This design comes from an exercise in tuning for small area, a short achievable clock period and few clock cycles per item on the open sky130 flow, not from production work.
The RTL was checked by simulation tests, not by an equivalence proof against the original design.
Power is estimated from default activity; no workload was simulated.

## job 3371
==> flow/design.v <==
module tw_tracker #(
  parameter int unsigned TW_MEM_SIZE = 16,
  parameter int unsigned ACCID_W     = 8,
  parameter int unsigned TASKID_W    = 64
) (
  input  logic                clk,
  input  logic                rst,
  input  logic                in_valid,
  output logic                in_ready,
  input  logic                in_type,
  input  logic [TASKID_W-1:0] in_taskid,
  input  logic [ACCID_W-1:0]  in_accid,
  input  logic [31:0]         in_components,
  output logic                ack_valid,
  input  logic                ack_ready,
  output logic [ACCID_W-1:0]  ack_accid,
  output logic [7:0]          ack_code,
  output logic                full_err,
  output logic                busy
);
  localparam int unsigned N = TW_MEM_SIZE;
  logic [N-1:0]        ent_valid;
  logic [N-1:0]        ent_armed;
  logic [ACCID_W-1:0]  ent_accid  [N];
  logic [32:0]         ent_cnt    [N];
  logic [TASKID_W-1:0] ent_taskid [N];
  logic                a_v;
  logic                a_type;
  logic [TASKID_W-1:0] a_taskid;
  logic [ACCID_W-1:0]  a_accid;
  logic [31:0]         a_comp;
  logic                b_v;
  logic                b_type;
  logic [TASKID_W-1:0] b_taskid;
  logic [ACCID_W-1:0]  b_accid;      
  logic [32:0]         b_delta;      
  logic [32:0]         b_zero;       
  logic                b_exists;     
  logic [N-1:0]        b_slot;       
  logic [32:0]         b_cnt;        
  logic                b_armed;
  logic [ACCID_W-1:0]  b_eaccid;
  logic [ACCID_W-1:0]  fq [4];
  logic [2:0]          fcnt;
  logic [N-1:0]        a_eq;
  logic                a_same, a_same2;
  logic [N-1:0]        w_oh;
  always_ff @(posedge clk) begin
    for (int unsigned i = 0; i < N; i++)
      a_eq[i] <= (ent_taskid[i] == in_taskid);
    a_same  <= (a_taskid == in_taskid);
    a_same2 <= (b_taskid == in_taskid);
  end
  logic [N-1:0]        hit;
  logic                hit_any;
  logic [32:0]         rd_cnt;
  logic                rd_armed;
  logic [ACCID_W-1:0]  rd_accid;
  logic                same;
  always_comb begin
    for (int unsigned i = 0; i < N; i++)
      hit[i] = ent_valid[i] && (w_oh[i] ? a_same2 : a_eq[i]);
    hit_any  = |hit;
    rd_cnt   = '0;
    rd_armed = 1'b0;
    rd_accid = '0;
    for (int unsigned i = 0; i < N; i++) begin
      rd_cnt   = rd_cnt   | ({33{hit[i]}} & ent_cnt[i]);
      rd_armed = rd_armed | (hit[i] & ent_armed[i]);
      rd_accid = rd_accid | ({ACCID_W{hit[i]}} & ent_accid[i]);
    end
    same = b_v && a_same;
  end
  logic              all_used;
  logic [N-1:0]      free_oh;
  logic              drop;
  logic [N-1:0]      slot;
  logic              new_armed;
  logic [ACCID_W-1:0] new_accid;
  logic [32:0]       new_cnt;
  logic              hits_zero;
  logic              done;
  logic              upd;
  always_comb begin
    all_used = &ent_valid;
    free_oh  = '0;
    for (int i = N - 1; i >= 0; i--)
      if (!ent_valid[i]) free_oh = N'(1) << i;
    drop      = !b_exists && all_used;
    slot      = b_exists ? b_slot : free_oh;
    new_armed = b_type | b_armed;
    new_accid = b_type ? b_accid : b_eaccid;
    new_cnt   = b_cnt + b_delta;
    hits_zero = (b_cnt == b_zero);
    upd       = b_v && !drop;
    done      = upd && new_armed && hits_zero;
  end
  logic accept;
  assign accept = in_valid && in_ready;
  always_ff @(posedge clk) begin
    a_type   <= in_type;
    a_taskid <= in_taskid;
    a_accid  <= in_accid;
    a_comp   <= in_components;
    b_type   <= a_type;
    b_taskid <= a_taskid;
    b_accid  <= a_accid;
    b_delta  <= a_type ? {1'b0, a_comp} : -{1'b0, a_comp};
    b_zero   <= a_type ? -{1'b0, a_comp} : {1'b0, a_comp};
    if (same) begin
      b_exists <= upd && !done;
      b_slot   <= slot;
      b_cnt    <= new_cnt;
      b_armed  <= new_armed && !done;
      b_eaccid <= new_accid;
    end else begin
      b_exists <= hit_any;
      b_slot   <= hit;
      b_cnt    <= rd_cnt;
      b_armed  <= rd_armed;
      b_eaccid <= rd_accid;
    end
  end
  always_ff @(posedge clk) begin
    if (rst) begin
      a_v <= 1'b0;
      b_v <= 1'b0;
    end else begin
      a_v <= accept;
      b_v <= a_v;
    end
  end
  always_ff @(posedge clk) begin
    for (int unsigned i = 0; i < N; i++) begin
      if (upd && slot[i]) begin
        ent_taskid[i] <= b_taskid;
        ent_cnt[i]    <= new_cnt;
        ent_armed[i]  <= new_armed;
        ent_accid[i]  <= new_accid;
      end
    end
  end
  always_ff @(posedge clk) begin
    w_oh <= upd ? slot : '0;
  end
  always_ff @(posedge clk) begin
    if (rst) begin
      ent_valid <= '0;
    end else begin
      for (int unsigned i = 0; i < N; i++)
        if (upd && slot[i]) ent_valid[i] <= !done;
    end
  end
  logic       pop;
  logic [2:0] fcnt_nxt;
  logic [2:0] inflight;
  assign pop = ack_valid && ack_ready;
  always_comb begin
    fcnt_nxt = fcnt - {2'b0, pop} + {2'b0, done};
    inflight = fcnt_nxt + {2'b0, accept} + {2'b0, a_v};
  end
  always_ff @(posedge clk) begin
    for (int unsigned j = 0; j < 4; j++) begin
      if (pop) begin
        if (done && fcnt == 3'(j + 1)) fq[j] <= new_accid;
        else if (j < 3)                fq[j] <= fq[j+1];
      end else if (done && fcnt == 3'(j)) begin
        fq[j] <= new_accid;
      end
    end
  end
  always_ff @(posedge clk) begin
    if (rst) begin
      fcnt      <= '0;
      ack_valid <= 1'b0;
      full_err  <= 1'b0;
      in_ready  <= 1'b1;
      busy      <= 1'b0;
    end else begin
      fcnt      <= fcnt_nxt;
      ack_valid <= fcnt_nxt != 3'd0;
      if (b_v && drop) full_err <= 1'b1;
      in_ready  <= inflight <= 3'd3;
      busy      <= accept || a_v || fcnt_nxt != 3'd0;
    end
  end
  assign ack_accid = fq[0];
  assign ack_code  = 8'h01;
endmodule
clock: 7.0 ns
lec_check: 0
abc_clock_period_in_ps: 2500
cap_margin: 20
core_margin: 2
core_utilization: 55
setup_slack_margin: 4.2
slew_margin: 20
run.sh (not shown) runs the stock make flow with config.mk's settings and CLKGATE_MAP_FILE= SYNTH_SCRIPT=/design/flow/synth_recipe.tcl, a recipe that flattens the netlist after the stock synthesis.
Having completed the whole flow, job 3371 delivered a layout that passed the timing, DRC and antenna checks.
Testbench counts of job 3371, summed over its fixed seeds: cycles 24,025, items 24,000.
Input-level comparison between job 4212 and job 3371:
--- a/flow/design.v
+++ b/flow/design.v
@@ -43,13 +43,4 @@
   logic [ACCID_W-1:0]  fq [4];
   logic [2:0]          fcnt;
-  logic [N-1:0]        a_eq;
-  logic                a_same, a_same2;
-  logic [N-1:0]        w_oh;
-  always_ff @(posedge clk) begin
-    for (int unsigned i = 0; i < N; i++)
-      a_eq[i] <= (ent_taskid[i] == in_taskid);
-    a_same  <= (a_taskid == in_taskid);
-    a_same2 <= (b_taskid == in_taskid);
-  end
   logic [N-1:0]        hit;
   logic                hit_any;
@@ -60,5 +51,5 @@
   always_comb begin
     for (int unsigned i = 0; i < N; i++)
-      hit[i] = ent_valid[i] && (w_oh[i] ? a_same2 : a_eq[i]);
+      hit[i] = ent_valid[i] && (ent_taskid[i] == a_taskid);
     hit_any  = |hit;
     rd_cnt   = '0;
@@ -70,5 +61,5 @@
       rd_accid = rd_accid | ({ACCID_W{hit[i]}} & ent_accid[i]);
     end
-    same = b_v && a_same;
+    same = b_v && (b_taskid == a_taskid);
   end
   logic              all_used;
@@ -142,7 +133,4 @@
   end
   always_ff @(posedge clk) begin
-    w_oh <= upd ? slot : '0;
-  end
-  always_ff @(posedge clk) begin
     if (rst) begin
       ent_valid <= '0;
## What came out
For job 4212, the endpoint of the worst setup timing path was b_cnt[17]$_DFF_P_, unlike job 3371, where it was busy$_SDFF_PP0_.
From job 3371 to job 4212 the numbers moved as follows: setup slack went down, fraction of standard cell area that is sequential decreased by 4.6 points relative to the old numbers, global-route wire length before repair shows an increase of 71 mm, number of max-cap violations flat, share of the clock period used by the worst path shows an increase of 1.7 points.
Routing layer with the top usage in global route = met2: job 4212; routing layer with the top usage in global route = met1: job 3371
The number of non-clock buffers in job 3371 is 0.56 times that in job 4212.
Taking job 3371 as the reference, in job 4212 count of state elements after synthesis lower; complex-gate fraction of the synthesized area went up; power lost 0.47%; final standard cell utilization of the core increased 5.9 points.
Testbench counts of job 4212, summed over its fixed seeds: cycles 24,025, items 24,000.

* * *

== P ==
RTL: the design.v shown in full above, as it stands there.
clock: 7.0 ns
lec_check: 0
abc_clock_period_in_ps: 2500
cap_margin: 20
core_margin: 2
core_utilization: 55
slew_margin: 20
Testbench counts of P, summed over its fixed seeds: cycles 24,025, items 24,000.
Setup changes, P to Q
diff --git a/flow/design.v b/flow/design.v
--- a/flow/design.v
+++ b/flow/design.v
@@ -41,26 +41,17 @@
   logic                b_armed;
   logic [ACCID_W-1:0]  b_eaccid;
   logic [ACCID_W-1:0]  fq [4];
   logic [2:0]          fcnt;
-  logic [N-1:0]        a_eq;
-  logic                a_same, a_same2;
-  logic [N-1:0]        w_oh;
-  always_ff @(posedge clk) begin
-    for (int unsigned i = 0; i < N; i++)
-      a_eq[i] <= (ent_taskid[i] == in_taskid);
-    a_same  <= (a_taskid == in_taskid);
-    a_same2 <= (b_taskid == in_taskid);
-  end
   logic [N-1:0]        hit;
   logic                hit_any;
   logic [32:0]         rd_cnt;
   logic                rd_armed;
   logic [ACCID_W-1:0]  rd_accid;
   logic                same;
   always_comb begin
     for (int unsigned i = 0; i < N; i++)
-      hit[i] = ent_valid[i] && (w_oh[i] ? a_same2 : a_eq[i]);
+      hit[i] = ent_valid[i] && (ent_taskid[i] == a_taskid);
     hit_any  = |hit;
     rd_cnt   = '0;
     rd_armed = 1'b0;
     rd_accid = '0;
@@ -68,9 +59,9 @@
       rd_cnt   = rd_cnt   | ({33{hit[i]}} & ent_cnt[i]);
       rd_armed = rd_armed | (hit[i] & ent_armed[i]);
       rd_accid = rd_accid | ({ACCID_W{hit[i]}} & ent_accid[i]);
     end
-    same = b_v && a_same;
+    same = b_v && (b_taskid == a_taskid);
   end
   logic              all_used;
   logic [N-1:0]      free_oh;
   logic              drop;
@@ -140,11 +131,8 @@
       end
     end
   end
   always_ff @(posedge clk) begin
-    w_oh <= upd ? slot : '0;
-  end
-  always_ff @(posedge clk) begin
     if (rst) begin
       ent_valid <= '0;
     end else begin
       for (int unsigned i = 0; i < N; i++)
[summary]
Sort P and Q by number of antenna violations at the first check in global routing desc -> top: Q. Q has final period utilization above what P had. Re synthesized-area fraction occupied by and/or/nand/nor cells: Q is 0.81 points up on P. Number of distinct library cells after synthesis: P and Q compared, lower one is P. Cell depth of the worst flop-to-flop path (Q over P): decrease, 2. Sequential share of layout area across P and Q: no real change. Any difference in initial core utilization between P and Q is small enough to ignore.
Testbench counts of Q, summed over its fixed seeds: cycles 24,025, items 24,000.

## re-timing with driven ports
The flow's constraints put no driver on any port. The routed layouts listed below were extracted and timed again, unchanged, in two steps.
Step 1: set_driving_cell puts a clkbuf_16 on clk and a buf_2 on each other input, an assumption about the parent block.
Step 2 also shifts input and output timing later by t, the mid clock arrival at the registers, as if the neighbouring blocks saw the same clock.
a / b / c = no drivers / after step 1 / after step 2; a / b = the first two.
| run | t, ns | setup slack, ns | worst setup path after step 2 | slew at the worst register clock pin (ns) | cell pins on the clock port's net |
|---|---|---|---|---|---|
| job 3371 | 0.907 | 3.565 / 3.565 / 2.922 | input to register | 0.07 / 0.07 | 1 |
| job 4212 | 0.947 | 3.443 / 3.443 / 2.916 | input to register | 0.07 / 0.07 | 1 |
| P | 0.895 | 2.198 / 2.198 / 2.142 | input to register | 0.07 / 0.07 | 1 |
| Q | 0.921 | 1.907 / 1.907 / 1.907 | register to register | 0.06 / 0.06 | 1 |
After both steps every run listed still meets setup and hold. The setup slack of job 3371, which loses most, moves by 0.000 ns with the drivers and by -0.643 ns with both steps.
